Source: an optimization exercise on an open RTL-to-GDS flow (aim: small area, a short achievable clock period and few clock cycles). Production flows keep margins and buffers that such runs may drop. The RTL was checked by simulation tests, not by an equivalence proof against the original design. No activity file was given, so power comes from the tool's default toggle rates.

==> config.mk <==
export PLATFORM = sky130hd
export DESIGN_NAME = exec_unit_top
export DESIGN_NICKNAME = exec_unit_top
export VERILOG_FILES = /design/flow/design.v
export SDC_FILE = /design/flow/constraint.sdc
export NUM_CORES = 4
export LEC_CHECK = 0
export CAP_MARGIN = 20
export CORE_MARGIN = 2
export CORE_UTILIZATION = 55
export CTS_CLUSTER_DIAMETER = 80
export CTS_CLUSTER_SIZE = 24
export PLACE_DENSITY = 0.7
export SETUP_SLACK_MARGIN = 5
export SLEW_MARGIN = 20
==> constraint.sdc <==
create_clock -name core_clock -period 10.0 [get_ports {clk}]
set_input_delay 2.0000 -clock core_clock [delete_from_list [all_inputs] [get_ports {clk}]]
set_output_delay 2.0000 -clock core_clock [all_outputs]
set_load 0.01 [all_outputs]
==> design.v <==
`default_nettype none
package exec_pkg;
  localparam int NUM_REGS = 16;
  localparam int APB_AW = 8;
  localparam int WORD_W = 64;
  typedef logic [WORD_W-1:0] word_t;
  typedef logic [3:0] reg_idx_t;
  typedef struct packed {
    logic c;
    logic v;
    logic n;
    logic z;
  } flags_t;
  typedef enum logic [3:0] {
    OP_ADD  = 4'd0,
    OP_SUB  = 4'd1,
    OP_AND  = 4'd2,
    OP_XOR  = 4'd3,
    OP_OR   = 4'd4,
    OP_SHL  = 4'd5,
    OP_SHR  = 4'd6,
    OP_SAR  = 4'd7,
    OP_SXT  = 4'd8,
    OP_MOVI = 4'd9,
    OP_ADDI = 4'd10
  } opcode_e;
  typedef enum logic [3:0] {
    COND_EQ, COND_NE, COND_CS, COND_CC,
    COND_MI, COND_PL, COND_VS, COND_VC,
    COND_HI, COND_LS, COND_GE, COND_LT,
    COND_GT, COND_LE, COND_AL, COND_NV
  } cond_e;
  localparam int CMD_FIELD_W = 4;
  localparam int CMD_OP_LSB = 0;
  localparam int CMD_COND_LSB = 4;
  localparam int CMD_RD_LSB = 8;
  localparam int CMD_RA_LSB = 12;
  localparam int CMD_RB_LSB = 16;
  typedef enum logic [APB_AW-1:0] {
    ADDR_CMD     = 8'h00,
    ADDR_IMM_LO  = 8'h04,
    ADDR_IMM_HI  = 8'h08,
    ADDR_REG_SEL = 8'h0C,
    ADDR_DATA_LO = 8'h10,
    ADDR_DATA_HI = 8'h14,
    ADDR_FLAGS   = 8'h18
  } apb_addr_e;
endpackage
`default_nettype wire
`timescale 1ns/1ps
`default_nettype none
module reg_file #(
  parameter int ENTRY_W = exec_pkg::WORD_W,
  parameter int NUM_REGS = exec_pkg::NUM_REGS
) (
  input wire clk,
  input wire [NUM_REGS-1:0] we,
  input wire [ENTRY_W-1:0] wdata,
  output logic [NUM_REGS-1:0][ENTRY_W-1:0] q
);
  for (genvar i = 0; i < NUM_REGS; i++) begin : g_ent
    always_ff @(posedge clk) begin
      if (we[i]) q[i] <= wdata;
    end
  end
endmodule
module reg_read #(
  parameter int ENTRY_W = exec_pkg::WORD_W,
  parameter int NUM_REGS = exec_pkg::NUM_REGS
) (
  input wire [NUM_REGS-1:0][ENTRY_W-1:0] q,
  input wire [NUM_REGS-1:0] sel,
  output logic [ENTRY_W-1:0] rdata
);
  always_comb begin
    rdata = '0;
    for (int i = 0; i < NUM_REGS; i++) begin
      rdata = rdata | ({ENTRY_W{sel[i]}} & q[i]);
    end
  end
endmodule
`default_nettype wire
`timescale 1ns/1ps
`default_nettype none
module alu_pre (
  input wire exec_pkg::word_t a,         
  input wire exec_pkg::word_t b,         
  input wire cin,
  output logic [15:0] blk_g,             
  output logic [15:0] blk_p              
);
  logic [63:0] g, p;
  assign g = a & b;
  assign p = a ^ b;
  always_comb begin
    for (int k = 0; k < 16; k++) begin
      logic g10, p10, g32, p32;
      g10 = g[4*k+1] | (p[4*k+1] & g[4*k]);
      p10 = p[4*k+1] & p[4*k];
      g32 = g[4*k+3] | (p[4*k+3] & g[4*k+2]);
      p32 = p[4*k+3] & p[4*k+2];
      blk_g[k] = g32 | (p32 & g10);
      blk_p[k] = p32 & p10;
    end
  end
endmodule
module int_alu (
  input wire exec_pkg::word_t a,
  input wire exec_pkg::word_t b,
  input wire cin,
  input wire [15:0] blk_g,
  input wire [15:0] blk_p,
  input wire sel_add,
  input wire sel_and,
  input wire sel_xor,
  input wire sel_or,
  input wire sel_shr,
  input wire sel_shl,
  input wire sar,
  input wire sel_sxt,
  output exec_pkg::word_t result,
  output logic c,
  output logic v,
  output logic z
);
  logic [63:0] g, p, sum;
  logic [16:0] bc;                       
  exec_pkg::word_t sh, sh_rev, other;
  assign g = a & b;
  assign p = a ^ b;
  always_comb begin
    logic [15:0] gg, pp, gn, pn;
    gg = blk_g;
    pp = blk_p;
    gg[0] = gg[0] | (pp[0] & cin);
    for (int l = 0; l < 4; l++) begin
      gn = gg;
      pn = pp;
      for (int k = 0; k < 16; k++) begin
        if ((k >> l) & 1) begin
          gn[k] = gg[k] | (pp[k] & gg[((k >> l) << l) - 1]);
          pn[k] = pp[k] & pp[((k >> l) << l) - 1];
        end
      end
      gg = gn;
      pp = pn;
    end
    bc[0] = cin;
    for (int k = 0; k < 16; k++) bc[k + 1] = gg[k];
  end
  always_comb begin
    for (int k = 0; k < 16; k++) begin
      logic [3:0] gg, pp, gn, pn;
      logic [3:0] c0, c1;
      gg = g[4*k +: 4];
      pp = p[4*k +: 4];
      for (int l = 0; l < 2; l++) begin
        gn = gg;
        pn = pp;
        for (int j = 0; j < 4; j++) begin
          if ((j >> l) & 1) begin
            gn[j] = gg[j] | (pp[j] & gg[((j >> l) << l) - 1]);
            pn[j] = pp[j] & pp[((j >> l) << l) - 1];
          end
        end
        gg = gn;
        pp = pn;
      end
      c0[0] = 1'b0;
      c1[0] = 1'b1;
      for (int j = 1; j < 4; j++) begin
        c0[j] = gg[j-1];
        c1[j] = gg[j-1] | pp[j-1];
      end
      sum[4*k +: 4] = bc[k] ? (p[4*k +: 4] ^ c1) : (p[4*k +: 4] ^ c0);
    end
  end
  assign c = bc[16];
  assign v = (a[63] == b[63]) & (sum[63] != a[63]);
  logic fill;
  exec_pkg::word_t sh0, sh1;
  assign fill = sar & a[63];
  always_comb begin
    case (b[1:0])
      2'd0: sh0 = a;
      2'd1: sh0 = {fill, a[63:1]};
      2'd2: sh0 = {{2{fill}}, a[63:2]};
      default: sh0 = {{3{fill}}, a[63:3]};
    endcase
    case (b[3:2])
      2'd0: sh1 = sh0;
      2'd1: sh1 = {{4{fill}}, sh0[63:4]};
      2'd2: sh1 = {{8{fill}}, sh0[63:8]};
      default: sh1 = {{12{fill}}, sh0[63:12]};
    endcase
    case (b[5:4])
      2'd0: sh = sh1;
      2'd1: sh = {{16{fill}}, sh1[63:16]};
      2'd2: sh = {{32{fill}}, sh1[63:32]};
      default: sh = {{48{fill}}, sh1[63:48]};
    endcase
  end
  for (genvar i = 0; i < 64; i++) begin : g_rev
    assign sh_rev[i] = sh[63-i];
  end
  assign other = ({64{sel_and}} & g) | ({64{sel_xor}} & p) | ({64{sel_or}} & (g | p));
  assign result = ({64{sel_add}} & sum) | other | ({64{sel_shr}} & sh) | ({64{sel_shl}} & sh_rev) |
                  ({64{sel_sxt}} & {{32{a[31]}}, a[31:0]});
  logic [63:0] zt, keep;
  logic z_add, z_sh, z_logic;
  assign zt[0] = p[0] == cin;
  for (genvar i = 1; i < 64; i++) begin : g_z
    assign zt[i] = p[i] == (g[i-1] | p[i-1]);
  end
  assign z_add = &zt;
  for (genvar i = 0; i < 64; i++) begin : g_keep
    assign keep[i] = i >= b[5:0];
  end
  assign z_sh = !(|(a & keep)) && !fill;
  assign z_logic = other == '0;
  assign z = sel_add ? z_add : (sel_shr || sel_shl) ? z_sh : sel_sxt ? (a[31:0] == '0) : z_logic;
endmodule
`default_nettype wire
`timescale 1ns/1ps
`default_nettype none
module exec_ctrl (
  input wire exec_pkg::cond_e cond,
  input wire exec_pkg::flags_t f,
  output logic ok
);
  logic signs_ne;
  assign signs_ne = f.n ^ f.v;
  always_comb begin
    case (cond)
      exec_pkg::COND_EQ: ok = f.z;
      exec_pkg::COND_NE: ok = !f.z;
      exec_pkg::COND_CS: ok = f.c;
      exec_pkg::COND_CC: ok = !f.c;
      exec_pkg::COND_MI: ok = f.n;
      exec_pkg::COND_PL: ok = !f.n;
      exec_pkg::COND_VS: ok = f.v;
      exec_pkg::COND_VC: ok = !f.v;
      exec_pkg::COND_HI: ok = f.c && !f.z;
      exec_pkg::COND_LS: ok = !f.c || f.z;
      exec_pkg::COND_GE: ok = !signs_ne;
      exec_pkg::COND_LT: ok = signs_ne;
      exec_pkg::COND_GT: ok = !signs_ne && !f.z;
      exec_pkg::COND_LE: ok = signs_ne || f.z;
      exec_pkg::COND_AL: ok = 1'b1;
      default: ok = 1'b0;
    endcase
  end
endmodule
`default_nettype wire
`timescale 1ns/1ps
`default_nettype none
module exec_unit_top #(
  parameter int NUM_REGS = exec_pkg::NUM_REGS
) (
  input wire clk,
  input wire rst,
  input wire psel,
  input wire penable,
  input wire pwrite,
  input wire [exec_pkg::APB_AW-1:0] paddr,
  input wire [31:0] pwdata,
  output logic [31:0] prdata,
  output logic pready,
  output logic pslverr
);
  localparam int W = exec_pkg::WORD_W;
  logic [NUM_REGS-1:0][W-1:0] regs;
  logic [NUM_REGS-1:0] valid;        
  logic [NUM_REGS-1:0][3:0] flg;
  exec_pkg::word_t imm_q;
  logic imm_lo_v, imm_hi_v;          
  exec_pkg::word_t imm_v;
  exec_pkg::reg_idx_t sel_q;
  logic [31:0] lo_q;
  logic [NUM_REGS-1:0] oh_a_q, oh_b_q, ohf_a_q;
  logic fwd_a_q, fwd_b_q, fwdf_a_q;
  logic [NUM_REGS-1:0] dst_q;        
  logic cmd_q, hi_q;                 
  exec_pkg::cond_e cond_q;
  logic azero_q, shl_q, sxt_q, imm_b_q, sub_q, bzero_q;
  logic add_q, and_q, xor_q, or_q, shr_q, sar_q;
  logic imm_lo_q, imm_hi_q, sel_wr_q, lo_wr_q;
  logic [31:0] prdata_q;
  logic pslverr_q;
  logic pready_q;
  exec_pkg::word_t a_q, b_q;
  logic cin_q, xadd_q, xand_q, xxor_q, xor2_q, xshr_q, xshl_q, xsar_q, xsxt_q;
  logic [15:0] blk_g_q, blk_p_q;
  logic [NUM_REGS-1:0] xw_q;         
  logic xfw_q;                       
  exec_pkg::word_t res_q;
  exec_pkg::flags_t resf_q;
  logic [NUM_REGS-1:0] w_q;
  logic fw_q;
  logic setup;
  logic is_cmd, is_imm_lo, is_imm_hi, is_sel, is_lo, is_hi, is_flags, mapped, sel_bad;
  exec_pkg::reg_idx_t op, rd, ra, rb, sel_next;
  logic op_valid;
  logic [NUM_REGS-1:0] oh_sel;
  logic [31:0] rd_mux;
  assign setup = psel && !penable;
  assign is_cmd = paddr == exec_pkg::ADDR_CMD;
  assign is_imm_lo = paddr == exec_pkg::ADDR_IMM_LO;
  assign is_imm_hi = paddr == exec_pkg::ADDR_IMM_HI;
  assign is_sel = paddr == exec_pkg::ADDR_REG_SEL;
  assign is_lo = paddr == exec_pkg::ADDR_DATA_LO;
  assign is_hi = paddr == exec_pkg::ADDR_DATA_HI;
  assign is_flags = paddr == exec_pkg::ADDR_FLAGS;
  assign mapped = is_cmd | is_imm_lo | is_imm_hi | is_sel | is_lo | is_hi | is_flags;
  assign sel_bad = pwrite && is_sel && (pwdata >= 32'(NUM_REGS));
  assign op = pwdata[exec_pkg::CMD_OP_LSB +: exec_pkg::CMD_FIELD_W];
  assign rd = pwdata[exec_pkg::CMD_RD_LSB +: exec_pkg::CMD_FIELD_W];
  assign ra = pwdata[exec_pkg::CMD_RA_LSB +: exec_pkg::CMD_FIELD_W];
  assign rb = pwdata[exec_pkg::CMD_RB_LSB +: exec_pkg::CMD_FIELD_W];
  assign op_valid = op <= exec_pkg::OP_ADDI;
  assign imm_v = {imm_q[63:32] & {32{imm_hi_v}}, imm_q[31:0] & {32{imm_lo_v}}};
  assign sel_next = sel_wr_q ? exec_pkg::reg_idx_t'(pwdata) : sel_q;
  for (genvar i = 0; i < NUM_REGS; i++) begin : g_dec
    assign oh_sel[i] = sel_q == i;
  end
  logic [NUM_REGS-1:0] ix_a, ix_b, valid_next;
  assign valid_next = valid | w_q;
  for (genvar i = 0; i < NUM_REGS; i++) begin : g_ix
    assign ix_a[i] = (setup && pwrite) ? (ra == i) : (sel_next == i);
    assign ix_b[i] = rb == i;
  end
  always_ff @(posedge clk) begin
    if (rst) begin
      oh_a_q <= '0;
      oh_b_q <= '0;
      ohf_a_q <= '0;
      fwd_a_q <= 1'b0;
      fwd_b_q <= 1'b0;
      fwdf_a_q <= 1'b0;
    end else begin
      oh_a_q <= ix_a & valid_next & ~xw_q;
      oh_b_q <= ix_b & valid_next & ~xw_q;
      ohf_a_q <= ix_a & ~(xw_q & {NUM_REGS{xfw_q}});
      fwd_a_q <= |(ix_a & xw_q);
      fwd_b_q <= |(ix_b & xw_q);
      fwdf_a_q <= |(ix_a & xw_q) && xfw_q;
    end
  end
  always_ff @(posedge clk) begin
    for (int i = 0; i < NUM_REGS; i++) begin
      dst_q[i] <= is_cmd ? (rd == i) : oh_sel[i];
    end
    cond_q <= exec_pkg::cond_e'(pwdata[exec_pkg::CMD_COND_LSB +: exec_pkg::CMD_FIELD_W]);
    azero_q <= !is_cmd || op == exec_pkg::OP_MOVI;
    shl_q <= op == exec_pkg::OP_SHL;
    sxt_q <= op == exec_pkg::OP_SXT;
    imm_b_q <= op == exec_pkg::OP_MOVI || op == exec_pkg::OP_ADDI;
    sub_q <= is_cmd && op == exec_pkg::OP_SUB;
    bzero_q <= op == exec_pkg::OP_SXT;
    add_q <= !is_cmd || op == exec_pkg::OP_ADD || op == exec_pkg::OP_SUB ||
             op == exec_pkg::OP_ADDI || op == exec_pkg::OP_MOVI;
    and_q <= op == exec_pkg::OP_AND;
    xor_q <= op == exec_pkg::OP_XOR;
    or_q <= op == exec_pkg::OP_OR;
    shr_q <= op == exec_pkg::OP_SHR || op == exec_pkg::OP_SAR;
    sar_q <= op == exec_pkg::OP_SAR;
    prdata_q <= rd_mux;
    pslverr_q <= !mapped || sel_bad;
  end
  always_ff @(posedge clk) begin
    if (rst) begin
      cmd_q <= 1'b0;
      hi_q <= 1'b0;
      imm_lo_q <= 1'b0;
      imm_hi_q <= 1'b0;
      sel_wr_q <= 1'b0;
      lo_wr_q <= 1'b0;
      pready_q <= 1'b1;
    end else begin
      cmd_q <= setup && pwrite && is_cmd && op_valid;
      hi_q <= setup && pwrite && is_hi;
      imm_lo_q <= setup && pwrite && is_imm_lo;
      imm_hi_q <= setup && pwrite && is_imm_hi;
      sel_wr_q <= setup && pwrite && is_sel && !sel_bad;
      lo_wr_q <= setup && pwrite && is_lo;
      pready_q <= !(setup && !pwrite && (is_lo || is_hi || is_flags) && |(xw_q & oh_sel));
    end
  end
  exec_pkg::word_t va, vb, ra_v, rb_v;
  exec_pkg::flags_t fa;
  reg_read #(.ENTRY_W(W), .NUM_REGS(NUM_REGS)) rd_a (.q(regs), .sel(oh_a_q), .rdata(ra_v));
  reg_read #(.ENTRY_W(W), .NUM_REGS(NUM_REGS)) rd_b (.q(regs), .sel(oh_b_q), .rdata(rb_v));
  assign va = ra_v | (res_q & {W{fwd_a_q}});
  assign vb = rb_v | (res_q & {W{fwd_b_q}});
  always_comb begin
    fa = '0;
    for (int i = 0; i < NUM_REGS; i++) begin
      if (ohf_a_q[i]) fa = fa | exec_pkg::flags_t'(flg[i]);
    end
    if (fwdf_a_q) fa = fa | resf_q;
  end
  always_comb begin
    case (paddr[4:2])
      3'd1: rd_mux = imm_v[31:0];
      3'd2: rd_mux = imm_v[63:32];
      3'd3: rd_mux = 32'(sel_q);
      3'd4: rd_mux = va[31:0];
      3'd5: rd_mux = va[63:32];
      3'd6: rd_mux = 32'(fa);
      default: rd_mux = '0;
    endcase
    if (!mapped) rd_mux = '0;
  end
  logic cond_ok;
  exec_pkg::word_t a_d, b_d;
  logic [15:0] blk_g, blk_p;
  exec_ctrl cc (.cond(cond_q), .f(fa), .ok(cond_ok));
  always_comb begin
    if (azero_q) begin
      a_d = '0;
    end else if (shl_q) begin
      for (int i = 0; i < W; i++) a_d[i] = va[W-1-i];
    end else begin
      a_d = va;
    end
  end
  always_comb begin
    if (hi_q) begin
      b_d = {pwdata, lo_q};
    end else if (imm_b_q) begin
      b_d = imm_v;
    end else if (sub_q) begin
      b_d = ~vb;
    end else if (bzero_q) begin
      b_d = '0;
    end else begin
      b_d = vb;
    end
  end
  alu_pre pre (.a(a_d), .b(b_d), .cin(sub_q), .blk_g(blk_g), .blk_p(blk_p));
  always_ff @(posedge clk) begin
    a_q <= a_d;
    b_q <= b_d;
    cin_q <= sub_q;
    xadd_q <= add_q;
    xand_q <= and_q;
    xxor_q <= xor_q;
    xor2_q <= or_q;
    xshr_q <= shr_q;
    xshl_q <= shl_q;
    xsar_q <= sar_q;
    xsxt_q <= sxt_q;
    blk_g_q <= blk_g;
    blk_p_q <= blk_p;
  end
  always_ff @(posedge clk) begin
    if (rst) begin
      xw_q <= '0;
      xfw_q <= 1'b0;
    end else begin
      xw_q <= dst_q & {NUM_REGS{(cmd_q && cond_ok) || hi_q}};
      xfw_q <= cmd_q && cond_ok;
    end
  end
  exec_pkg::word_t result;
  logic res_c, res_v, res_z;
  int_alu alu (
    .a(a_q), .b(b_q), .cin(cin_q), .blk_g(blk_g_q), .blk_p(blk_p_q),
    .sel_add(xadd_q), .sel_and(xand_q), .sel_xor(xxor_q), .sel_or(xor2_q),
    .sel_shr(xshr_q), .sel_shl(xshl_q), .sar(xsar_q), .sel_sxt(xsxt_q),
    .result(result), .c(res_c), .v(res_v), .z(res_z)
  );
  always_ff @(posedge clk) begin
    res_q <= result;
    resf_q.c <= xadd_q && res_c;
    resf_q.v <= xadd_q && res_v;
    resf_q.n <= result[W-1];
    resf_q.z <= res_z;
  end
  always_ff @(posedge clk) begin
    if (rst) begin
      w_q <= '0;
      fw_q <= 1'b0;
    end else begin
      w_q <= xw_q;
      fw_q <= xfw_q;
    end
  end
  reg_file #(.ENTRY_W(W), .NUM_REGS(NUM_REGS)) data_rf (
    .clk, .we(w_q), .wdata(res_q), .q(regs)
  );
  always_ff @(posedge clk) begin
    if (rst) begin
      valid <= '0;
      flg <= '0;
      imm_lo_v <= 1'b0;
      imm_hi_v <= 1'b0;
      sel_q <= '0;
    end else begin
      valid <= valid | w_q;
      for (int i = 0; i < NUM_REGS; i++) begin
        if (w_q[i] && fw_q) flg[i] <= resf_q;
      end
      if (imm_lo_q) imm_lo_v <= 1'b1;
      if (imm_hi_q) imm_hi_v <= 1'b1;
      if (sel_wr_q) sel_q <= exec_pkg::reg_idx_t'(pwdata);
    end
  end
  always_ff @(posedge clk) begin
    if (imm_lo_q) imm_q[31:0] <= pwdata;
    if (imm_hi_q) imm_q[63:32] <= pwdata;
    if (lo_wr_q) lo_q <= pwdata;
  end
  assign pready = pready_q;
  assign pslverr = pslverr_q;
  assign prdata = prdata_q;
endmodule
`default_nettype wire
==> flow/run.sh <==
#!/bin/bash
set -euo pipefail
MARGIN=$(cat flow/margin.txt)
bash standard.sh SETUP_SLACK_MARGIN="$MARGIN" \
  BUFFER_PORTS_ARGS="-buffer_cell sky130_fd_sc_hd__buf_4" \
  CTS_ARGS="-sink_clustering_enable -repair_clock_nets -sink_clustering_size 24 -sink_clustering_max_diameter 80 -dont_use_dummy_load" \
  finish > standard_flow.log 2>&1
==> flow/margin.txt <==
6.55
==> standard.sh <==
#!/bin/bash
# synth_recipe.tcl (not shown) runs the flow's synth.tcl, then flattens the netlist and writes it again
# the make line also repeats each setting of config.mk as NAME=value (left out here)
make -C /OpenROAD-flow-scripts/flow DESIGN_CONFIG=/design/flow/config.mk WORK_HOME=/design/flow/orfs CLKGATE_MAP_FILE= SYNTH_SCRIPT=/design/flow/synth_recipe.tcl "${@:-finish}"
==> results of run 1 <==
==> through the flow <==
stage | area [um^2] | hold slack (ns) | setup slack, ns
2_1_floorplan | 75300 | 0.310 | 6.51
3_3_place_gp | 77300 | 0.311 | 5.76
3_5_place_dp | 77300 | 0.312 | 5.74
4_1_cts | 80500 | 0.331 | 6.44
5_1_grt | 81900 | 0.339 | 6.48
6_report | 81900 | 0.332 | 6.40
==> cell type report <==
type | instances | area, um^2 | area share
inverter | 185 | 719 | 0.00878
timing repair buffer | 283 | 3100 | 0.0378
antenna | 16 | 40.0 | 0.000489
tap | 1781 | 2230 | 0.0272
clock buffer | 89 | 2230 | 0.0272
multi-input combinational | 4172 | 30100 | 0.367
sequential | 1598 | 43500 | 0.531
==> power by group through the flow <==
stage	combinational [W]	clock, W	sequential, W
final	0.000165	0.00370	0.00699
after global routing	0.000164	0.00388	0.00699
after CTS	0.000148	0.00366	0.00699
after detailed placement	0.000146	0	0.00714
after global placement	0.000146	0	0.00714
after floorplan	0.0000744	0	0.00715
==> what timing repair did <==
| action | CTS | global route |
|---|---|---|
| hold buffers | 0 | 0 |
| pin swaps | 6 | 28 |
| setup endpoints to repair | 104 | 46 |
| gates cloned | 0 | 5 |
| buffers inserted | 21 | 51 |
| resized for setup | 177 | 163 |
==> registers in the layout, indices dropped and copies added (netlist names), 32 cells and up <==
register   flops
a_q           64
b_q           64
data_rf.q   1024
flg           64
imm_q         64
lo_q          32
prdata_q      32
res_q         63
==> cell usage in the layout, fill, tap and decap left out, types with 47 or more instances in the layout <==
| master | netlist | final |
|---|---|---|
| sky130_fd_sc_hd__nand4_1 | 145 | 145 |
| sky130_fd_sc_hd__a22oi_1 | 791 | 789 |
| sky130_fd_sc_hd__a22o_1 | 94 | 94 |
| sky130_fd_sc_hd__mux2i_1 | 144 | 132 |
| sky130_fd_sc_hd__xnor2_1 | 57 | 57 |
| sky130_fd_sc_hd__buf_4 | 7 | 193 |
| sky130_fd_sc_hd__dfxtp_4 | 0 | 73 |
| sky130_fd_sc_hd__a222oi_1 | 147 | 147 |
| sky130_fd_sc_hd__inv_1 | 177 | 173 |
| sky130_fd_sc_hd__a21oi_1 | 259 | 256 |
| sky130_fd_sc_hd__dfxtp_1 | 478 | 362 |
| sky130_fd_sc_hd__edfxtp_1 | 1120 | 1120 |
| sky130_fd_sc_hd__o22ai_1 | 49 | 49 |
| sky130_fd_sc_hd__nand2_1 | 440 | 437 |
| sky130_fd_sc_hd__ha_1 | 192 | 185 |
| sky130_fd_sc_hd__mux2_2 | 75 | 73 |
| sky130_fd_sc_hd__nor2b_1 | 48 | 47 |
| sky130_fd_sc_hd__a221oi_1 | 149 | 144 |
| sky130_fd_sc_hd__nor2_1 | 394 | 355 |
| sky130_fd_sc_hd__nand3_1 | 291 | 287 |
| sky130_fd_sc_hd__o21ai_0 | 224 | 205 |
| sky130_fd_sc_hd__mux4_2 | 69 | 69 |
| sky130_fd_sc_hd__clkbuf_16 | 0 | 94 |
==> per-layer routing <==
metal | vias to the layer above | track usage | share of wire | routed length (um)
li1 | 25300 | - | - | -
met1 | 31800 | 0.637 | 0.34 | 122000
met2 | 6999 | 0.692 | 0.40 | 144000
met3 | 1845 | 0.166 | 0.17 | 60200
met4 | 14 | 0.338 | 0.098 | 35400
met5 | - | 0 | 0.00039 | 142
==> worst max-delay path, delay by kind of cell (launching register included) <==
kind,cells,cell delay (ns)
fa+ha+maj,1,0.33
flops,1,0.74
compound gates,5,1.00
simple gates,5,0.74
buf+inv,1,0.50
==> logic make-up after synthesis <==
logic type | Yosys count | synth area share
compound gates | 2047 | 0.199
fa+ha+maj | 192 | 0.0319
buf+inv | 686 | 0.0358
flops | 1598 | 0.574
simple gates | 1549 | 0.0970
mux | 288 | 0.0510
xor+xnor | 96 | 0.0114
==> worst paths after layout <==
kind                         from                  end  cells past startpoint
max          oh_a_q[9]$_SDFF_PP0_  blk_g_q[14]$_DFF_P_                     12
min                 add_q$_DFF_P_       xadd_q$_DFF_P_                      0
max reg2reg  oh_a_q[9]$_SDFF_PP0_  blk_g_q[14]$_DFF_P_                     12
min reg2reg         add_q$_DFF_P_       xadd_q$_DFF_P_                      0
==> summary.txt, run 1 <==
========================================================================================
Run status                                                      timing/DRC/antenna clean
Vias                                                                               65900
Overall overflow remaining after global route                                          0
Maximum root-to-sink buffer count                                                      3
Syn Inst Count                                                                      6456
Register clock-pin slew on the reported worst setup and hold paths               0.10 ns
Achievable clock frequency                                                     0.278 GHz
Cells after DPL                                                                     7939
Die Footprint                                                                 0.140 mm^2
Routed via count divided by cell count                                              8.11
Top flip-flop cell by instance count after synthesis                        sky130_fd_sc_hd__edfxtp_1
Unrepaired setup endpoints after global routing                                      yes
Share of the synthesized area in the top cell type                                 0.447
Static power due to leakage                                                      27.9 nW
Sequential element share of the synthesized area                                   0.574
Pwr Total                                                                       0.0109 W
Top area cells in the synthesized netlist                                   sky130_fd_sc_hd__edfxtp_1 (45%), sky130_fd_sc_hd__dfxtp_1 (13%), sky130_fd_sc_hd__a22oi_1 (7.9%)
Number of pins with negative max-slew slack in the final report                        0
Startpoint kind of the worst setup timing path                                 flip-flop
Post-route core utilization                                                        0.604
Internal Dissipation                                                           0.00859 W
Initial core utilization                                                           0.555
Post-route DRC violation count                                                         0
NetSw                                                                          0.00226 W
Remaining max-slew budget at the tightest pin                                      0.186
Largest net degree at the start of global routing                                     82
Number of global-route vias before repair                                          60100
Synth-to-Final Area Change                                                         8.89%
Quantity of I/O buffers inserted on ports                                             78
Net count, final                                                                    6566
Leading post-synthesis cells by instance count                              sky130_fd_sc_hd__edfxtp_1 (1120), sky130_fd_sc_hd__a22oi_1 (791), sky130_fd_sc_hd__dfxtp_1 (478)
Period Utilization, post-route                                                     0.360
Number of antenna violations at the first check in global routing                     32
Area leader, netlist                                                        sky130_fd_sc_hd__edfxtp_1
Relative contribution of sequential cells to total power                           0.644
Maximum fanout encountered on the critical timing path                                30
Vertical die dimension                                                            374 um
Critical path data arrival time                                                  4.20 ns
Wire length after detailed routing                                             362000 um
Core area                                                                     0.136 mm^2
Number of search-and-repair iterations in the first detailed-routing pass             14
Post-synth design cell area                                                  0.0752 mm^2
Cell Chain, Critical Path                                                   buf_6 -> a22o_1 -> a221oi_1 -> and3_1 -> nand3_1 -> nor2_1 -> a311oi_1 -> ha_1 -> a21oi_1 -> nor2b_1 -> o21ai_0 -> nand2b_1
Syn_nets                                                                            6693
Hold Fails Final Rpt                                                                   0
RePlAce Congestion                                                                  1.10
Final-layout fill cell count                                                       10800
CTS Root Buffer Type                                                        sky130_fd_sc_hd__clkbuf_16
Combinational cell fraction of total power                                         0.015
# Max-Cap Violations                                                                   0
Routed length per instance                                                       44.5 um
Yosys warning total                                                                    6
Die X-Extent                                                                      374 um
Inserted Clock Buffers                                                                89
Worst-path cell with the longest stage delay                                sky130_fd_sc_hd__dfxtp_4
Critical Path RT                                                                10.60 ns
Worst clock skew                                                                0.124 ns
Sum of negative setup slack                                                         0 ns
Cell Rows                                                                            135
Number of clock sinks                                                               1598
Critical Path Max Stage Delay                                                    0.74 ns
Avg Inst Size Synth                                                            11.7 um^2
Cell with the most instances after synthesis                                sky130_fd_sc_hd__edfxtp_1
Part of the power in the clock network                                             0.341
Total global-route track usage                                                     0.491
Final Non-Filler Cells                                                              8124
EDFF count, synth                                                                   1120
Global-route wire length before repair                                         482000 um
Minimum setup slack among reg-to-reg paths                                       6.40 ns
Net switching share of the total power                                             0.209
Type of destination of the critical path                                       flip-flop
Time the final worst path needs with I/O delays and setup                        3.60 ns
PD cells                                                                     132 mW/mm^2
Number of H-tree levels                                                                3
Count of distinct cell types in the synthesized netlist                               87
Setup Viol. Count Final                                                                0
Maximum resistive drop on vdd                                                   0.185 mV
Fraction of registers with async set or reset after synthesis                          0
Number of primary I/O pins                                                            79
Iteration-0 DRC Markers                                                            15400
Share of post-route cells with drive strength above 1                              0.122
TritonCTS clock tree                                                               built
Hold Path Class                                                               reg -> reg
Residual antenna-violating net count after detailed routing                            0
Placed wire-length estimate after detailed placement                           226000 um
Critical path class                                                           reg -> reg
Worst skew pair latency                                                          0.78 ns
Transition time of the tightest slew-check pin                                   1.21 ns
Yosys reg bits                                                                      1598
========================================================================================
Testbench counts, summed over its fixed seeds: cycles 9,648.
==> run 2, diff against run 1 <==
--- a/config.mk
+++ b/config.mk
@@ -15 +15,2 @@
 export SLEW_MARGIN = 20
+export TNS_END_PERCENT = 20
==> run 2 against run 1 <==
Compared with the run above:
- worst hold slack hardly changed
- sequential cell count stayed put
- wire length is 0.31% lower
- global-route usage hardly changed
- synthesized cell count stayed put
- critical path depth is 4 lower
- maximum frequency is 2.5% lower
- combinational power is 3% lower
- register-to-register slack worse by 0.09 ns
- clock power hardly changed
- largest cell class unchanged
- highest routed layer unchanged
==> summary.txt, run 2 <==
========================================================================================
Run status                                                      timing/DRC/antenna clean   unchanged
Syn_nets                                                                            6693   unchanged
Hold Path Stages                                                                       0   unchanged
Post-DP Area                                                                 0.0773 mm^2   unchanged
Placed wire-length estimate after detailed placement                           226000 um   unchanged
Number of H-tree levels                                                                3   unchanged
Post-synth design cell area                                                  0.0752 mm^2   unchanged
Yosys warning total                                                                    6   unchanged
Largest net degree at the start of global routing                                     82   unchanged
Max reg flops                                                                       1024   unchanged
Remaining max-slew budget at the tightest pin                                      0.160   was 0.186
Register clock-pin slew on the reported worst setup and hold paths               0.09 ns   was 0.10 ns
Most frequent standard cell in the layout excluding fill and tap cells      sky130_fd_sc_hd__edfxtp_1   unchanged
Synthesized-area fraction occupied by ao, oa, aoi and oai cells                    0.199   unchanged
Initial core utilization                                                           0.555   unchanged
Inserted Clock Buffers                                                                89   unchanged
Final-layout fill cell count                                                       10800   about the same
Top library cells by usage in the layout, fill and taps aside               sky130_fd_sc_hd__edfxtp_1 (1120), sky130_fd_sc_hd__a22oi_1 (790), sky130_fd_sc_hd__nand2_1 (438), sky130_fd_sc_hd__dfxtp_1 (379), sky130_fd_sc_hd__nor2_1 (361)   was sky130_fd_sc_hd__edfxtp_1 (1120), sky130_fd_sc_hd__a22oi_1 (789), sky130_fd_sc_hd__nand2_1 (437), sky130_fd_sc_hd__dfxtp_1 (362), sky130_fd_sc_hd__nor2_1 (355)
Time the final worst path needs with I/O delays and setup                        3.69 ns   was 3.60 ns
Startpoint kind of the worst setup timing path                                 flip-flop   unchanged
Fin area                                                                     0.0817 mm^2   was 0.0819 mm^2
Share of the synthesized netlist area taken by xor and xnor gates                 0.0114   unchanged
Net count, final                                                                    6563   was 6566
Number of pins with negative max-slew slack in the final report                        0   unchanged
Critical path class                                                           reg -> reg   unchanged
Die Footprint                                                                 0.140 mm^2   unchanged
Maximum resistive drop on vdd                                                   0.190 mV   was 0.185 mV
Syn Inst Count                                                                      6456   unchanged
Sequential element share of the synthesized area                                   0.574   unchanged
Share of post-route cells with drive strength above 1                              0.117   was 0.122
R2r endpoint                                                                res_q[41]$_DFF_P_   was blk_g_q[14]$_DFF_P_
CTS Root Buffer Type                                                        sky130_fd_sc_hd__clkbuf_16   unchanged
Total global-route track usage                                                     0.491   about the same
Vias                                                                               65700   was 65900
Simple-gate share of the synthesized area                                         0.0970   unchanged
Combinational family with the most area after synthesis                     compound AO/OA/AOI/OAI gates   unchanged
Leading post-synthesis cells by instance count                              sky130_fd_sc_hd__edfxtp_1 (1120), sky130_fd_sc_hd__a22oi_1 (791), sky130_fd_sc_hd__dfxtp_1 (478)   unchanged
Critical path data arrival time                                                  4.29 ns   was 4.20 ns
Share of the synthesized area in the top cell type                                 0.447   unchanged
Achievable clock frequency                                                     0.271 GHz   was 0.278 GHz
Die X-Extent                                                                      374 um   unchanged
Vertical die dimension                                                            374 um   unchanged
Top flip-flop cell by instance count after synthesis                        sky130_fd_sc_hd__edfxtp_1   unchanged
Worst skew pair latency                                                          0.79 ns   was 0.78 ns
Cell Rows                                                                            135   unchanged
Iteration-0 DRC Markers                                                            15200   was 15400
RePlAce Congestion                                                                  1.10   unchanged
Minimum setup slack among reg-to-reg paths                                       6.31 ns   was 6.40 ns
Setup Viol. Count Final                                                                0   unchanged
Global-route wire length before repair                                         483000 um   was 482000 um
Transition time of the tightest slew-check pin                                   1.26 ns   was 1.21 ns
Routed via count divided by cell count                                              8.09   was 8.11
PD cells                                                                     133 mW/mm^2   was 132 mW/mm^2
Sum of negative setup slack                                                         0 ns   unchanged
Synth-to-Final Area Change                                                         8.58%   was 8.89%
Critical Path RT                                                                10.60 ns   about the same
Maximum fanout encountered on the critical timing path                                11   was 30
Period Utilization, post-route                                                     0.369   was 0.360
Avg Inst Size Synth                                                            11.7 um^2   unchanged
Worst clock skew                                                                0.127 ns   was 0.124 ns
Number of antenna violations at the first check in global routing                     26   was 32
Maximum root-to-sink buffer count                                                      3   unchanged
Number of global-route vias before repair                                          60100   about the same
Area leader, netlist                                                        sky130_fd_sc_hd__edfxtp_1   unchanged
Static power due to leakage                                                      27.9 nW   about the same
Top reg by flops                                                               data_rf.q   unchanged
Count of distinct cell types in the synthesized netlist                               87   unchanged
Number of search-and-repair iterations in the first detailed-routing pass             14   unchanged
EDFF count, synth                                                                   1120   unchanged
Number of primary I/O pins                                                            79   unchanged
Wire length after detailed routing                                             360000 um   was 362000 um
Endpoint with the worst hold slack                                          xadd_q$_DFF_P_   unchanged
TritonCTS clock tree                                                               built   unchanged
Adder and majority gate portion of the synthesized area                           0.0319   unchanged
Top area cells in the synthesized netlist                                   sky130_fd_sc_hd__edfxtp_1 (45%), sky130_fd_sc_hd__dfxtp_1 (13%), sky130_fd_sc_hd__a22oi_1 (7.9%)   unchanged
Quantity of I/O buffers inserted on ports                                             78   unchanged
Residual antenna-violating net count after detailed routing                            0   unchanged
Unrepaired setup endpoints after global routing                                      yes   unchanged
Hold-fix buffers at CTS                                                                0   unchanged
Cell with the most instances after synthesis                                sky130_fd_sc_hd__edfxtp_1   unchanged
Overall overflow remaining after global route                                          0   unchanged
Hold path startpoint                                                        add_q$_DFF_P_   unchanged
Number of clock sinks                                                               1598   unchanged
Hold Path Class                                                               reg -> reg   unchanged
Routed length per instance                                                       44.4 um   was 44.5 um
Yosys reg bits                                                                      1598   unchanged
R2r startpoint                                                              a_q[63]$_DFF_P_   was oh_a_q[9]$_SDFF_PP0_
Post-synthesis mux area share                                                     0.0510   unchanged
Type of destination of the critical path                                       flip-flop   unchanged
Post-route DRC violation count                                                         0   unchanged
Fraction of registers with async set or reset after synthesis                          0   unchanged
Hold Fails Final Rpt                                                                   0   unchanged
Core area                                                                     0.136 mm^2   unchanged
# Max-Cap Violations                                                                   0   unchanged
Logic depth of the worst register-to-register path                                     8   was 12
========================================================================================
run 2: cell families (layout without fill, tap and decap cells):
kind of cell               after synthesis  count (layout)
and+or+nand+nor                       1549            1549
other                                    0              12
AOI/OAI and AO/OA                     2047            2047
buffers and inverters                  686             554
DFF                                   1598            1598
xor gates and xnor gates                96              96
muxes                                  288             288
adders and majority gates              192             192
run 2: area by class of cell:
cell class | instances | area (um^2) | share of cell area
Clock buffer | 89 | 2230 | 0.0273
Multi-Input combinational cell | 4172 | 30000 | 0.367
Tap cell | 1781 | 2230 | 0.0273
Antenna cell | 12 | 30.0 | 0.000368
Timing Repair Buffer | 280 | 3020 | 0.0369
Sequential cell | 1598 | 43500 | 0.532
Inverter | 185 | 714 | 0.00875
run 2: per-stage QoR:
step	utilization	setup WS (ns)	total power [W]	hold slack, ns	cells
CTS	0.593	6.34	0.0108	0.331	8049
floorplan	-	6.51	0.00722	0.310	6456
global route	0.602	6.37	0.0110	0.339	8106
detailed placement	0.570	5.74	0.00729	0.312	7939
global placement	0.570	5.76	0.00729	0.311	7938
finish	0.602	6.31	0.0109	0.332	8117
run 2: per-layer routing:
layer,part of all wire,up-vias,global-route usage,wire (um)
li1,-,25300,-,-
met1,0.34,31500,0.644,121000
met2,0.40,7079,0.691,144000
met3,0.17,1803,0.160,60100
met4,0.096,20,0.338,34700
met5,0.00047,-,0,168
run 2: worst max-delay path, cell delays in order, from the launching register on:
cell and delay, ns:
sky130_fd_sc_hd__dfxtp_1 0.81, sky130_fd_sc_hd__nand2_1 0.52, sky130_fd_sc_hd__nand2_1 0.41, sky130_fd_sc_hd__o211ai_1 0.14, sky130_fd_sc_hd__o21a_1 0.21, sky130_fd_sc_hd__a211oi_1 0.58
sky130_fd_sc_hd__nand2_1 0.12, sky130_fd_sc_hd__nand4_1 0.12, sky130_fd_sc_hd__a221o_1 0.60
run 2: where the power goes:
part           leakage [nW]  switching, W  internal [W]  total (W)
combinational          12.4      0.000127     0.0000335   0.000160
sequential             14.3     0.0000167       0.00697    0.00699
clock                  1.10       0.00212       0.00158    0.00370
run 2: worst max-delay path by stage:
stage                           startpoint                      to  slack, ns  cells after the start
floorplan                             psel     fwdf_a_q$_SDFF_PP0_       6.51                      9
global placement                  paddr[0]  prdata_q[7]$_SDFF_PP0_       5.76                      5
detailed placement                paddr[0]  prdata_q[7]$_SDFF_PP0_       5.74                      5
CTS                 prdata_q[4]$_SDFF_PP0_               prdata[4]       6.34                      1
global route         oh_b_q[12]$_SDFF_PP0_     blk_g_q[12]$_DFF_P_       6.37                     14
finish                     a_q[63]$_DFF_P_       res_q[41]$_DFF_P_       6.31                      8
run 2: timing repair:
item,CTS,global route
setup endpoints to repair,104,88
pin swaps,6,32
resized for setup,157,123
buffers inserted,21,50
cloned,0,4
==> run 3, diff against run 2 <==
--- a/design.v
+++ b/design.v
@@ -118,3 +118,3 @@
   input wire sel_shl,
-  input wire sar,
+  input wire sar,                        
   input wire sel_sxt,
@@ -181,3 +181,3 @@
   exec_pkg::word_t sh0, sh1;
-  assign fill = sar & a[63];
+  assign fill = sar;
   always_comb begin
@@ -219,4 +219,5 @@
   assign z_sh = !(|(a & keep)) && !fill;
-  assign z_logic = other == '0;
-  assign z = sel_add ? z_add : (sel_shr || sel_shl) ? z_sh : sel_sxt ? (a[31:0] == '0) : z_logic;
+  assign z_logic = (sel_and && !(|g)) || (sel_xor && !(|p)) || (sel_or && !(|(g | p)));
+  assign z = (sel_add && z_add) || ((sel_shr || sel_shl) && z_sh) || (sel_sxt && !(|a[31:0])) ||
+             z_logic;
 endmodule
@@ -450,3 +451,3 @@
     xshl_q <= shl_q;
-    xsar_q <= sar_q;
+    xsar_q <= sar_q && a_d[W-1];
     xsxt_q <= sxt_q;
--- a/config.mk
+++ b/config.mk
@@ -15,2 +15 @@
 export SLEW_MARGIN = 20
-export TNS_END_PERCENT = 20
==> run 3 against run 2 <==
Compared with the run above:
- still clean on timing, DRC and antenna
- sequential power about the same
- largest cell class unchanged
- setup slack better by 0.029 ns
- utilization down 1.0 points
- cell count up 0.43%
- clock power down 2%
- via count about the same
==> summary.txt, run 3 <==
========================================================================================
Global-route wire length before repair                                         477000 um   was 483000 um
Number of H-tree levels                                                                3   unchanged
Cell Rows                                                                            136   was 135
RePlAce Congestion                                                                  1.11   was 1.10
Area leader, netlist                                                        sky130_fd_sc_hd__edfxtp_1   unchanged
# Max-Cap Violations                                                                   0   unchanged
Setup Viol. Count Final                                                                0   unchanged
Vertical die dimension                                                            375 um   was 374 um
Critical path class                                                           reg -> reg   unchanged
Quantity of I/O buffers inserted on ports                                             78   unchanged
Number of clock sinks                                                               1598   unchanged
Overall overflow remaining after global route                                          0   unchanged
Hold Path Class                                                               reg -> reg   unchanged
Transition time of the tightest slew-check pin                                   1.21 ns   was 1.26 ns
Top area cells in the synthesized netlist                                   sky130_fd_sc_hd__edfxtp_1 (44%), sky130_fd_sc_hd__dfxtp_1 (13%), sky130_fd_sc_hd__a22oi_1 (7.5%)   was sky130_fd_sc_hd__edfxtp_1 (45%), sky130_fd_sc_hd__dfxtp_1 (13%), sky130_fd_sc_hd__a22oi_1 (7.9%)
Syn_nets                                                                            6783   was 6693
Period Utilization, post-route                                                     0.366   was 0.369
Iteration-0 DRC Markers                                                            15100   was 15200
EDFF count, synth                                                                   1120   unchanged
CTS Root Buffer Type                                                        sky130_fd_sc_hd__clkbuf_16   unchanged
Avg Inst Size Synth                                                            11.6 um^2   was 11.7 um^2
Synth-to-Final Area Change                                                         7.14%   was 8.58%
Number of primary I/O pins                                                            79   unchanged
Inserted Clock Buffers                                                                86   was 89
Number of search-and-repair iterations in the first detailed-routing pass             10   was 14
Hold Fails Final Rpt                                                                   0   unchanged
Sum of negative setup slack                                                         0 ns   unchanged
Leading post-synthesis cells by instance count                              sky130_fd_sc_hd__edfxtp_1 (1120), sky130_fd_sc_hd__a22oi_1 (761), sky130_fd_sc_hd__dfxtp_1 (478)   was sky130_fd_sc_hd__edfxtp_1 (1120), sky130_fd_sc_hd__a22oi_1 (791), sky130_fd_sc_hd__dfxtp_1 (478)
Core area                                                                     0.137 mm^2   was 0.136 mm^2
Top flip-flop cell by instance count after synthesis                        sky130_fd_sc_hd__edfxtp_1   unchanged
Wire length after detailed routing                                             354000 um   was 360000 um
Vias                                                                               65700   about the same
Max reg flops                                                                       1024   unchanged
Worst clock skew                                                                0.130 ns   was 0.127 ns
Static power due to leakage                                                      27.6 nW   was 27.9 nW
Min setup slack post-route                                                       6.34 ns   was 6.31 ns
Residual antenna-violating net count after detailed routing                            0   unchanged
Worst skew pair latency                                                          0.77 ns   was 0.79 ns
Routed length per instance                                                       43.4 um   was 44.4 um
Startpoint kind of the worst setup timing path                                 flip-flop   unchanged
Achievable clock frequency                                                     0.273 GHz   was 0.271 GHz
Type of destination of the critical path                                       flip-flop   unchanged
Run status                                                      timing/DRC/antenna clean   unchanged
Register clock-pin slew on the reported worst setup and hold paths               0.09 ns   about the same
Hold-fix buffers at CTS                                                                0   unchanged
Share of the synthesized area in the top cell type                                 0.444   was 0.447
Minimum setup slack among reg-to-reg paths                                       6.34 ns   was 6.31 ns
Yosys reg bits                                                                      1598   unchanged
Yosys warning total                                                                    6   unchanged
TritonCTS clock tree                                                               built   unchanged
Number of pins with negative max-slew slack in the final report                        0   unchanged
Most frequent standard cell in the layout excluding fill and tap cells      sky130_fd_sc_hd__edfxtp_1   unchanged
Top reg by flops                                                               data_rf.q   unchanged
Time the final worst path needs with I/O delays and setup                        3.66 ns   was 3.69 ns
Initial core utilization                                                           0.553   was 0.555
Syn Inst Count                                                                      6546   was 6456
PD cells                                                                     133 mW/mm^2   about the same
Count of distinct cell types in the synthesized netlist                               87   unchanged
Maximum root-to-sink buffer count                                                      3   unchanged
Unrepaired setup endpoints after global routing                                      yes   unchanged
Fraction of registers with async set or reset after synthesis                          0   unchanged
Maximum resistive drop on vdd                                                   0.176 mV   was 0.190 mV
Multi-input gate area in the final layout                                    0.0303 mm^2   was 0.0300 mm^2
Total global-route track usage                                                     0.481   was 0.491
Cell with the most instances after synthesis                                sky130_fd_sc_hd__edfxtp_1   unchanged
Final Non-Filler Cells                                                              8152   was 8117
Seq. cell area                                                               0.0435 mm^2   about the same
Post-route core utilization                                                        0.592   was 0.602
Post-route DRC violation count                                                         0   unchanged
Post-Place Worst Slack                                                           5.87 ns   was 5.74 ns
Die X-Extent                                                                      375 um   was 374 um
Number of antenna violations at the first check in global routing                     30   was 26
Critical path data arrival time                                                  4.15 ns   was 4.29 ns
Post-synth design cell area                                                  0.0758 mm^2   was 0.0752 mm^2
Critical Path RT                                                                10.49 ns   was 10.60 ns
Remaining max-slew budget at the tightest pin                                      0.189   was 0.160
Final-layout fill cell count                                                       11100   was 10800
Pwr Total                                                                       0.0108 W   was 0.0109 W
Placed wire-length estimate after detailed placement                           227000 um   was 226000 um
Maximum fanout encountered on the critical timing path                                 7   was 11
Die Footprint                                                                 0.141 mm^2   was 0.140 mm^2
Largest net degree at the start of global routing                                     89   was 82
Sequential element share of the synthesized area                                   0.570   was 0.574
Cells after DPL                                                                     8016   was 7939
Net count, final                                                                    6576   was 6563
Number of global-route vias before repair                                          60600   was 60100
Share of post-route cells with drive strength above 1                             0.0999   was 0.117
Routed via count divided by cell count                                              8.06   was 8.09
Top library cells by usage in the layout, fill and taps aside               sky130_fd_sc_hd__edfxtp_1 (1120), sky130_fd_sc_hd__a22oi_1 (761), sky130_fd_sc_hd__nand2_1 (450), sky130_fd_sc_hd__dfxtp_1 (388), sky130_fd_sc_hd__nor2_1 (376)   was sky130_fd_sc_hd__edfxtp_1 (1120), sky130_fd_sc_hd__a22oi_1 (790), sky130_fd_sc_hd__nand2_1 (438), sky130_fd_sc_hd__dfxtp_1 (379), sky130_fd_sc_hd__nor2_1 (361)
========================================================================================
==> run 3: cell count changes after synthesis, moves of 35 or more <==
cell	delta
sky130_fd_sc_hd__o21a_1	+53
sky130_fd_sc_hd__o211ai_1	+68
sky130_fd_sc_hd__o21ai_0	-50
sky130_fd_sc_hd__mux2_2	-35
sky130_fd_sc_hd__a21oi_1	-40
==> run 3: final cells by class <==
| class | count | area share |
|---|---|---|
| sequential | 1598 | 0.535 |
| multi-input combinational | 4226 | 0.373 |
| timing repair buffer | 236 | 0.0287 |
| tap | 1794 | 0.0276 |
| clock buffer | 86 | 0.0265 |
| inverter | 191 | 0.00887 |
| antenna | 21 | 0.000647 |
==> run 3: worst paths after layout <==
kind,endpoint,cells after the start,from
worst max-delay path,resf_q[0]$_DFF_P_,8,a_q[8]$_DFF_P_
worst min register to register,xxor_q$_DFF_P_,0,xor_q$_DFF_P_
worst min-delay path,xxor_q$_DFF_P_,0,xor_q$_DFF_P_
worst max register to register,resf_q[0]$_DFF_P_,8,a_q[8]$_DFF_P_
==> run 3: worst max-delay path, cell delays in order, from the launching register on <==
cell	delay, ns
sky130_fd_sc_hd__dfxtp_1	0.71
sky130_fd_sc_hd__inv_1	0.24
sky130_fd_sc_hd__ha_1	0.46
sky130_fd_sc_hd__xnor2_1	0.19
sky130_fd_sc_hd__nor4_1	0.50
sky130_fd_sc_hd__nand4_1	0.25
sky130_fd_sc_hd__a2111oi_1	0.51
sky130_fd_sc_hd__a31oi_1	0.37
sky130_fd_sc_hd__o31ai_2	0.24
==> run 3: cells by family (layout without fill, tap and decap cells) <==
logic type	count (synthesis)	after routing	synth area share
flip-flops	1598	1598	0.570
multiplexers	241	241	0.0433
AO/OA/AOI/OAI	2083	2083	0.205
adder cells (fa/ha/maj)	192	192	0.0317
other	0	21	0
XOR/XNOR	103	103	0.0119
buffers and inverters	722	513	0.0378
AND/OR/NAND/NOR	1607	1607	0.100
==> run 3: routing by layer <==
layer  global-route usage  routed length, um
met2                0.682             142000
met1                0.615             119000
met4                0.331              34000
met3                0.171              58200
met5                    0                253
==> run 3: through the flow <==
stage               hold slack, ns  cell area (um^2)
global placement             0.310             77700
floorplan                    0.310             75800
global route                 0.335             81200
detailed placement           0.313             77700
finish                       0.333             81200
CTS                          0.333             80400
==> run 3: power by group <==
group | switching, W | total (W) | internal (W) | leakage [nW]
combinational | 0.000125 | 0.000157 | 0.0000321 | 11.9
clock | 0.00210 | 0.00363 | 0.00153 | 1.06
sequential | 0.0000165 | 0.00699 | 0.00698 | 14.7
total | 0.00225 | 0.0108 | 0.00854 | 27.6
==> run 3: timing repair <==
item,4_1_cts,5_1_grt
cloned,0,1
endpoints found under the setup margin,86,42
gates resized for setup,113,106
setup buffers,2,24
pin swaps,0,7
Testbench counts of run 3, summed over its fixed seeds: cycles 9,648.
==> run 4, diff against run 3 <==
--- a/design.v
+++ b/design.v
@@ -118,3 +118,3 @@
   input wire sel_shl,
-  input wire sar,                        
+  input wire sar,
   input wire sel_sxt,
@@ -181,3 +181,3 @@
   exec_pkg::word_t sh0, sh1;
-  assign fill = sar;
+  assign fill = sar & a[63];
   always_comb begin
@@ -451,3 +451,3 @@
     xshl_q <= shl_q;
-    xsar_q <= sar_q && a_d[W-1];
+    xsar_q <= sar_q;
     xsxt_q <= sxt_q;
==> flow/run.sh (replaced) <==
#!/bin/bash
set -euo pipefail
MARGIN=$(cat flow/margin.txt)
bash standard.sh SETUP_SLACK_MARGIN="$MARGIN" \
  BUFFER_PORTS_ARGS="-buffer_cell sky130_fd_sc_hd__buf_4" finish > standard_flow.log 2>&1
==> flow/margin.txt (replaced) <==
6.65
==> run 4 against run 3 <==
Compared with the run above:
- register-to-register slack better by 0.16 ns
- setup slack better by 0.16 ns
- wire length up 3.3%
- sequential power about the same
- clock power up 13%
- largest cell class unchanged
==> summary.txt, run 4 <==
========================================================================================
Residual antenna-violating net count after detailed routing                            0   unchanged
Number of global-route vias before repair                                          60600   about the same
Die X-Extent                                                                      375 um   about the same
Remaining max-slew budget at the tightest pin                                      0.165   was 0.189
Cell Rows                                                                            136   unchanged
PD cells                                                                     136 mW/mm^2   was 133 mW/mm^2
Die Footprint                                                                 0.141 mm^2   about the same
Number of H-tree levels                                                                3   unchanged
Critical path data arrival time                                                  4.14 ns   was 4.15 ns
Post-synth design cell area                                                  0.0757 mm^2   was 0.0758 mm^2
Global-route wire length before repair                                         492000 um   was 477000 um
Run status                                                      timing/DRC/antenna clean   unchanged
Relative contribution of sequential cells to total power                           0.620   was 0.648
RePlAce Congestion                                                                  1.11   about the same
TritonCTS clock tree                                                               built   unchanged
Post-DP Area                                                                 0.0778 mm^2   was 0.0777 mm^2
Achievable clock frequency                                                     0.286 GHz   was 0.273 GHz
Top flip-flop cell by instance count after synthesis                        sky130_fd_sc_hd__edfxtp_1   unchanged
Buffering stage count on the worst path with inverters included                        0   was 1
Vertical die dimension                                                            375 um   about the same
CTS Root Buffer Type                                                        sky130_fd_sc_hd__clkbuf_16   unchanged
Syn Inst Count                                                                      6545   was 6546
Maximum resistive drop on vdd                                                   0.175 mV   was 0.176 mV
Count of distinct cell types in the synthesized netlist                               86   was 87
Net switching share of the total power                                             0.221   was 0.208
Total global-route track usage                                                     0.502   was 0.481
Avg Inst Size Synth                                                            11.6 um^2   about the same
Startpoint kind of the worst setup timing path                                 flip-flop   unchanged
Internal Dissipation                                                           0.00878 W   was 0.00854 W
Fraction of registers with async set or reset after synthesis                          0   unchanged
Critical path class                                                           reg -> reg   unchanged
Hold Path Class                                                               reg -> reg   unchanged
Initial core utilization                                                           0.553   about the same
Syn_nets                                                                            6782   was 6783
EDFF count, synth                                                                   1120   unchanged
Cell Chain, Critical Path                                                   nand2_1 -> nand2_1 -> o21ai_0 -> a222oi_1 -> a221oi_1 -> o21ai_0   was inv_1 -> ha_1 -> xnor2_1 -> nor4_1 -> nand4_1 -> a2111oi_1 -> a31oi_1 -> o31ai_2
Number of pins with negative max-slew slack in the final report                        0   unchanged
Combinational cell fraction of total power                                         0.016   was 0.015
Overall overflow remaining after global route                                          0   unchanged
Post-route core utilization                                                        0.605   was 0.592
Sum of negative setup slack                                                         0 ns   unchanged
Number of search-and-repair iterations in the first detailed-routing pass             13   was 10
Share of the synthesized area in the top cell type                                 0.444   about the same
Transition time of the tightest slew-check pin                                   1.25 ns   was 1.21 ns
Wire length after detailed routing                                             366000 um   was 354000 um
Final-layout fill cell count                                                       10800   was 11100
Type of destination of the critical path                                       flip-flop   unchanged
Hold Fails Final Rpt                                                                   0   unchanged
Area leader, netlist                                                        sky130_fd_sc_hd__edfxtp_1   unchanged
Period Utilization, post-route                                                     0.350   was 0.366
Sequential element share of the synthesized area                                   0.571   was 0.570
Vias                                                                               66100   was 65700
Inserted Clock Buffers                                                                85   was 86
Delay-heaviest family, CP                                                   compound AO/OA/AOI/OAI gates   unchanged
Maximum root-to-sink buffer count                                                      3   unchanged
Top area cells in the synthesized netlist                                   sky130_fd_sc_hd__edfxtp_1 (44%), sky130_fd_sc_hd__dfxtp_1 (13%), sky130_fd_sc_hd__a22oi_1 (7.4%)   was sky130_fd_sc_hd__edfxtp_1 (44%), sky130_fd_sc_hd__dfxtp_1 (13%), sky130_fd_sc_hd__a22oi_1 (7.5%)
Core area                                                                     0.137 mm^2   about the same
Worst-path cell with the longest stage delay                                sky130_fd_sc_hd__dfxtp_1   unchanged
Top reg by flops                                                               data_rf.q   unchanged
Post-Place Worst Slack                                                           5.68 ns   was 5.87 ns
Fin area                                                                     0.0829 mm^2   was 0.0812 mm^2
Final Hold Slack                                                                0.332 ns   was 0.333 ns
NetSw                                                                          0.00249 W   was 0.00225 W
Worst clock skew                                                               0.0621 ns   was 0.130 ns
Placed wire-length estimate after detailed placement                           237000 um   was 227000 um
Routed length per instance                                                       44.1 um   was 43.4 um
Worst skew pair latency                                                          0.78 ns   was 0.77 ns
Leading post-synthesis cells by instance count                              sky130_fd_sc_hd__edfxtp_1 (1120), sky130_fd_sc_hd__a22oi_1 (742), sky130_fd_sc_hd__dfxtp_1 (478)   was sky130_fd_sc_hd__edfxtp_1 (1120), sky130_fd_sc_hd__a22oi_1 (761), sky130_fd_sc_hd__dfxtp_1 (478)
Register clock-pin slew on the reported worst setup and hold paths               0.10 ns   was 0.09 ns
Critical Path Max Stage Delay                                                    0.78 ns   was 0.71 ns
Number of antenna violations at the first check in global routing                     26   was 30
Share of post-route cells with drive strength above 1                              0.117   was 0.0999
Critical Path RT                                                                10.64 ns   was 10.49 ns
Largest net degree at the start of global routing                                     90   was 89
Synth-to-Final Area Change                                                         9.47%   was 7.14%
Part of the power in the clock network                                             0.364   was 0.337
Yosys reg bits                                                                      1598   unchanged
Number of primary I/O pins                                                            79   unchanged
Net count, final                                                                    6639   was 6576
Post-route DRC violation count                                                         0   unchanged
Number of clock sinks                                                               1598   unchanged
Max reg flops                                                                       1024   unchanged
Time the final worst path needs with I/O delays and setup                        3.50 ns   was 3.66 ns
Cell with the most instances after synthesis                                sky130_fd_sc_hd__edfxtp_1   unchanged
Unrepaired setup endpoints after global routing                                      yes   unchanged
Top library cells by usage in the layout, fill and taps aside               sky130_fd_sc_hd__edfxtp_1 (1120), sky130_fd_sc_hd__a22oi_1 (742), sky130_fd_sc_hd__nand2_1 (417), sky130_fd_sc_hd__nor2_1 (397), sky130_fd_sc_hd__dfxtp_1 (374)   was sky130_fd_sc_hd__edfxtp_1 (1120), sky130_fd_sc_hd__a22oi_1 (761), sky130_fd_sc_hd__nand2_1 (450), sky130_fd_sc_hd__dfxtp_1 (388), sky130_fd_sc_hd__nor2_1 (376)
Yosys warning total                                                                    6   unchanged
Iteration-0 DRC Markers                                                            14100   was 15100
Static power due to leakage                                                      28.0 nW   was 27.6 nW
# Max-Cap Violations                                                                   0   unchanged
Setup Viol. Count Final                                                                0   unchanged
Maximum fanout encountered on the critical timing path                                11   was 7
Quantity of I/O buffers inserted on ports                                             78   unchanged
Min setup slack post-route                                                       6.50 ns   was 6.34 ns
Routed via count divided by cell count                                              7.98   was 8.06
Most frequent standard cell in the layout excluding fill and tap cells      sky130_fd_sc_hd__edfxtp_1   unchanged
========================================================================================
[run 4: cell count changes after synthesis, sizes merged, moves of 18 or more]
cell and delta:
nand4 -18, a22oi -19, nand3 +38, nor2 +23, a21oi +37, o22ai -29
nand2 -30
[run 4: logic make-up (layout without fill, tap and decap cells)]
| kind of cell | Yosys count | count (layout) | share of synthesized area |
|---|---|---|---|
| AOI/OAI and AO/OA | 2070 | 2070 | 0.203 |
| xor gates and xnor gates | 114 | 114 | 0.0132 |
| adders and majority gates | 193 | 193 | 0.0319 |
| buffers and inverters | 702 | 630 | 0.0363 |
| DFF | 1598 | 1598 | 0.571 |
| muxes | 232 | 232 | 0.0424 |
| other | 0 | 14 | 0 |
| and+or+nand+nor | 1636 | 1636 | 0.102 |
[run 4: final cells by class]
type                    instances  area (um^2)  area share
clock buffers                 132         2380      0.0287
diodes                         14         35.0    0.000423
inverters                     173          654     0.00790
multi-input cells            4245        30500       0.368
flip-flops and latches       1598        43500       0.525
well taps                    1794         2240      0.0271
repair buffers                299         3150      0.0380
clock inverters                26          403     0.00486
[run 4: layer usage]
metal,vias up,part of all wire,track usage
met5,-,0.00039,0
met4,22,0.090,0.333
met3,1604,0.16,0.173
met2,6816,0.41,0.717
met1,32000,0.34,0.646
li1,25700,-,-
[run 4: metrics by stage]
stage,power (W),instances
final,0.0113,8281
after detailed placement,0.00730,8035
after CTS,0.0112,8222
after floorplan,0.00722,6545
after global routing,0.0114,8268
after global placement,0.00730,8034
[run 4: power groups by stage]
stage               Combinational [W]  Clock [W]  Sequential (W)
finish                       0.000179    0.00410         0.00699
global placement             0.000160          0         0.00714
global route                 0.000178    0.00427         0.00699
detailed placement           0.000161          0         0.00714
floorplan                   0.0000764          0         0.00715
CTS                          0.000164    0.00406         0.00699
[run 4: worst paths after layout]
path	from	end	slack [ns]	depth (start not counted)
setup / recovery	xsar_q$_DFF_P_	res_q[23]$_DFF_P_	6.50	6
hold / removal	xor_q$_DFF_P_	xxor_q$_DFF_P_	0.33	0
setup reg to reg	xsar_q$_DFF_P_	res_q[23]$_DFF_P_	6.50	6
hold reg to reg	xor_q$_DFF_P_	xxor_q$_DFF_P_	0.33	0
[run 4: repair_timing]
item,4_1_cts,5_1_grt
resized for setup,184,119
hold buffers,0,0
setup endpoints to repair,155,58
gates cloned,2,2
pin swaps,3,21
buffers inserted,27,42
Testbench counts of run 4, summed over its fixed seeds: cycles 9,648.
==> run 5, diff against run 4 <==
--- a/design.v
+++ b/design.v
@@ -118,3 +118,3 @@
   input wire sel_shl,
-  input wire sar,
+  input wire sar,                        
   input wire sel_sxt,
@@ -181,3 +181,3 @@
   exec_pkg::word_t sh0, sh1;
-  assign fill = sar & a[63];
+  assign fill = sar;
   always_comb begin
@@ -451,3 +451,3 @@
     xshl_q <= shl_q;
-    xsar_q <= sar_q;
+    xsar_q <= sar_q && a_d[W-1];
     xsxt_q <= sxt_q;
==> flow/run.sh (replaced) <==
#!/bin/bash
set -euo pipefail
read -r MARGIN MARGIN_ROUTE < flow/margin.txt
CTS="-sink_clustering_enable -repair_clock_nets -sink_clustering_size 24 -sink_clustering_max_diameter 80 -dont_use_dummy_load"
bash standard.sh SETUP_SLACK_MARGIN="$MARGIN" \
  BUFFER_PORTS_ARGS="-buffer_cell sky130_fd_sc_hd__buf_4" CTS_ARGS="$CTS" \
  cts > standard_flow_to_cts.log 2>&1
bash standard.sh SETUP_SLACK_MARGIN="$MARGIN_ROUTE" \
  BUFFER_PORTS_ARGS="-buffer_cell sky130_fd_sc_hd__buf_4" CTS_ARGS="$CTS" \
  finish > standard_flow_finish.log 2>&1
==> flow/margin.txt (replaced) <==
6.55 6.75
==> run 5 against run 4 <==
Compared with the run above:
- sequential cell count stayed put
- count of clock-buffer cells in the layout is 46 lower
- highest routed layer unchanged
- still clean on timing, DRC and antenna
- setup slack worse by 0.086 ns
- final area is 0.19% higher
- global-route usage is 2.1 points lower
- wire length is 0.53% lower
==> summary.txt, run 5 <==
==============================================================================
Run status                                            timing/DRC/antenna clean   unchanged
Worst clock skew                                                      0.124 ns   was 0.0621 ns
Syn_nets                                                                  6783   was 6782
Yosys warning total                                                          6   unchanged
Total global-route track usage                                           0.481   was 0.502
Net count, final                                                          6662   was 6639
Critical path class                                                 reg -> reg   unchanged
Share of post-route cells with drive strength above 1                    0.127   was 0.117
Leading post-synthesis cells by instance count                    sky130_fd_sc_hd__edfxtp_1 (1120), sky130_fd_sc_hd__a22oi_1 (761), sky130_fd_sc_hd__dfxtp_1 (478)   was sky130_fd_sc_hd__edfxtp_1 (1120), sky130_fd_sc_hd__a22oi_1 (742), sky130_fd_sc_hd__dfxtp_1 (478)
Remaining max-slew budget at the tightest pin                            0.154   was 0.165
Vertical die dimension                                                  375 um   about the same
Achievable clock frequency                                           0.279 GHz   was 0.286 GHz
Number of clock sinks                                                     1598   unchanged
R2r startpoint                                                    a_q[46]$_DFF_P_   was xsar_q$_DFF_P_
TritonCTS clock tree                                                     built   unchanged
Die Footprint                                                       0.141 mm^2   about the same
Type of destination of the critical path                             flip-flop   unchanged
Number of pins with negative max-slew slack in the final report              0   unchanged
Routed via count divided by cell count                                    8.10   was 7.98
Period Utilization, post-route                                           0.359   was 0.350
Number of H-tree levels                                                      3   unchanged
Number of primary I/O pins                                                  79   unchanged
Count of distinct cell types in the synthesized netlist                     87   was 86
==============================================================================
## run 5: changes by cell type in the layout (fill, tap and decap cells not counted), sizes merged, moves of 18 or more
cell and change:
a22oi +19, nor2 -23, o22ai +29, clkbuf -38
nand4 +18, nand2 +30, nand3 -38, a21oi -37
## run 5: layout make-up
class	count	area [um^2]
well taps	1794	2240
clock buffers	86	2150
diodes	14	35.0
multi-input cells	4226	30700
flip-flops and latches	1598	43600
inverters	191	729
fillers	10900	54100
repair buffers	322	3630
## run 5: critical path, cell delays in order (launching register included)
cell and delay, ns:
sky130_fd_sc_hd__dfxtp_1 0.57, sky130_fd_sc_hd__ha_1 0.42, sky130_fd_sc_hd__nor4_2 0.59, sky130_fd_sc_hd__nand4_1 0.36
sky130_fd_sc_hd__nor4_2 0.39, sky130_fd_sc_hd__nand4_1 0.42, sky130_fd_sc_hd__nand4_1 0.19, sky130_fd_sc_hd__a31oi_1 0.14
sky130_fd_sc_hd__o31ai_2 0.24
## run 5: worst min-delay path by stage
stage	endpoint	slack [ns]	depth (start not counted)
after floorplan	xadd_q$_DFF_P_	0.31	0
after global placement	xand_q$_DFF_P_	0.31	0
after detailed placement	xadd_q$_DFF_P_	0.31	0
after CTS	xxor_q$_DFF_P_	0.33	0
after global routing	xxor_q$_DFF_P_	0.33	0
final	xxor_q$_DFF_P_	0.33	0
## run 5: cells by family (layout without fill, tap and decap cells)
logic type,after synthesis,after routing,synth area share
AND/OR/NAND/NOR,1607,1607,0.100
multiplexers,241,241,0.0433
XOR/XNOR,103,103,0.0119
AO/OA/AOI/OAI,2083,2083,0.205
flip-flops,1598,1598,0.570
buffers and inverters,722,599,0.0378
other,0,14,0
adder cells (fa/ha/maj),192,192,0.0317
## run 5: per-layer routing
| layer | track usage | vias up |
|---|---|---|
| met1 | 0.615 | 31900 |
| met5 | 0 | - |
| met3 | 0.171 | 1910 |
| li1 | - | 25700 |
| met2 | 0.682 | 7191 |
| met4 | 0.331 | 16 |
## run 5: what timing repair did
action	in CTS	in global routing
gates resized for setup	113	336
buffers inserted	2	103
gates cloned	0	8
pin swaps	0	31
setup endpoints to repair	86	131
## run 5: metrics by stage
stage               std cells  setup slack, ns  cell area [um^2]  hold slack, ns   util
floorplan                6546             6.51             75800           0.310      -
global placement         8015             5.84             77700           0.310  0.567
detailed placement       8016             5.87             77700           0.313  0.567
CTS                      8104             6.35             80400           0.333  0.586
global route             8220             6.54             83000           0.335  0.605
finish                   8231             6.41             83000           0.334  0.605
## run 5: power groups by stage
stage,logic [W],registers (W),clock network [W]
2_1_floorplan,0.0000743,0.00715,0
5_1_grt,0.000163,0.00699,0.00381
6_report,0.000163,0.00699,0.00365
4_1_cts,0.000146,0.00699,0.00361
3_3_place_gp,0.000145,0.00714,0
3_5_place_dp,0.000145,0.00714,0
Testbench counts of run 5, summed over its fixed seeds: cycles 9,648.

## port drivers added, routing unchanged
No port has a modelled driver above. Below, the same layouts with a new extraction and two added sets of constraints.
Step 1 sets driving cells, clkbuf_16 on the clock port and buf_2 on the other inputs (assumed; they add their load-dependent delay and slew).
Step 2, shift: input delay + t, output delay - t, t = (earliest + latest rising clock arrival at the registers) / 2. This alone moves slack from input paths to output paths.
a / b / c = ideal ports / drivers / drivers and shift; a / b = the first two.
run | t, ns | setup slack, ns
run 1 | 0.808 | 6.403 / 6.403 / 5.752
run 2 | 0.811 | 6.311 / 6.275 / 5.770
run 3 | 0.798 | 6.341 / 6.341 / 5.898
run 4 | 0.834 | 6.501 / 6.501 / 5.965
run 5 | 0.800 | 6.415 / 6.415 / 6.061
After both steps setup and hold are still met in every run listed.
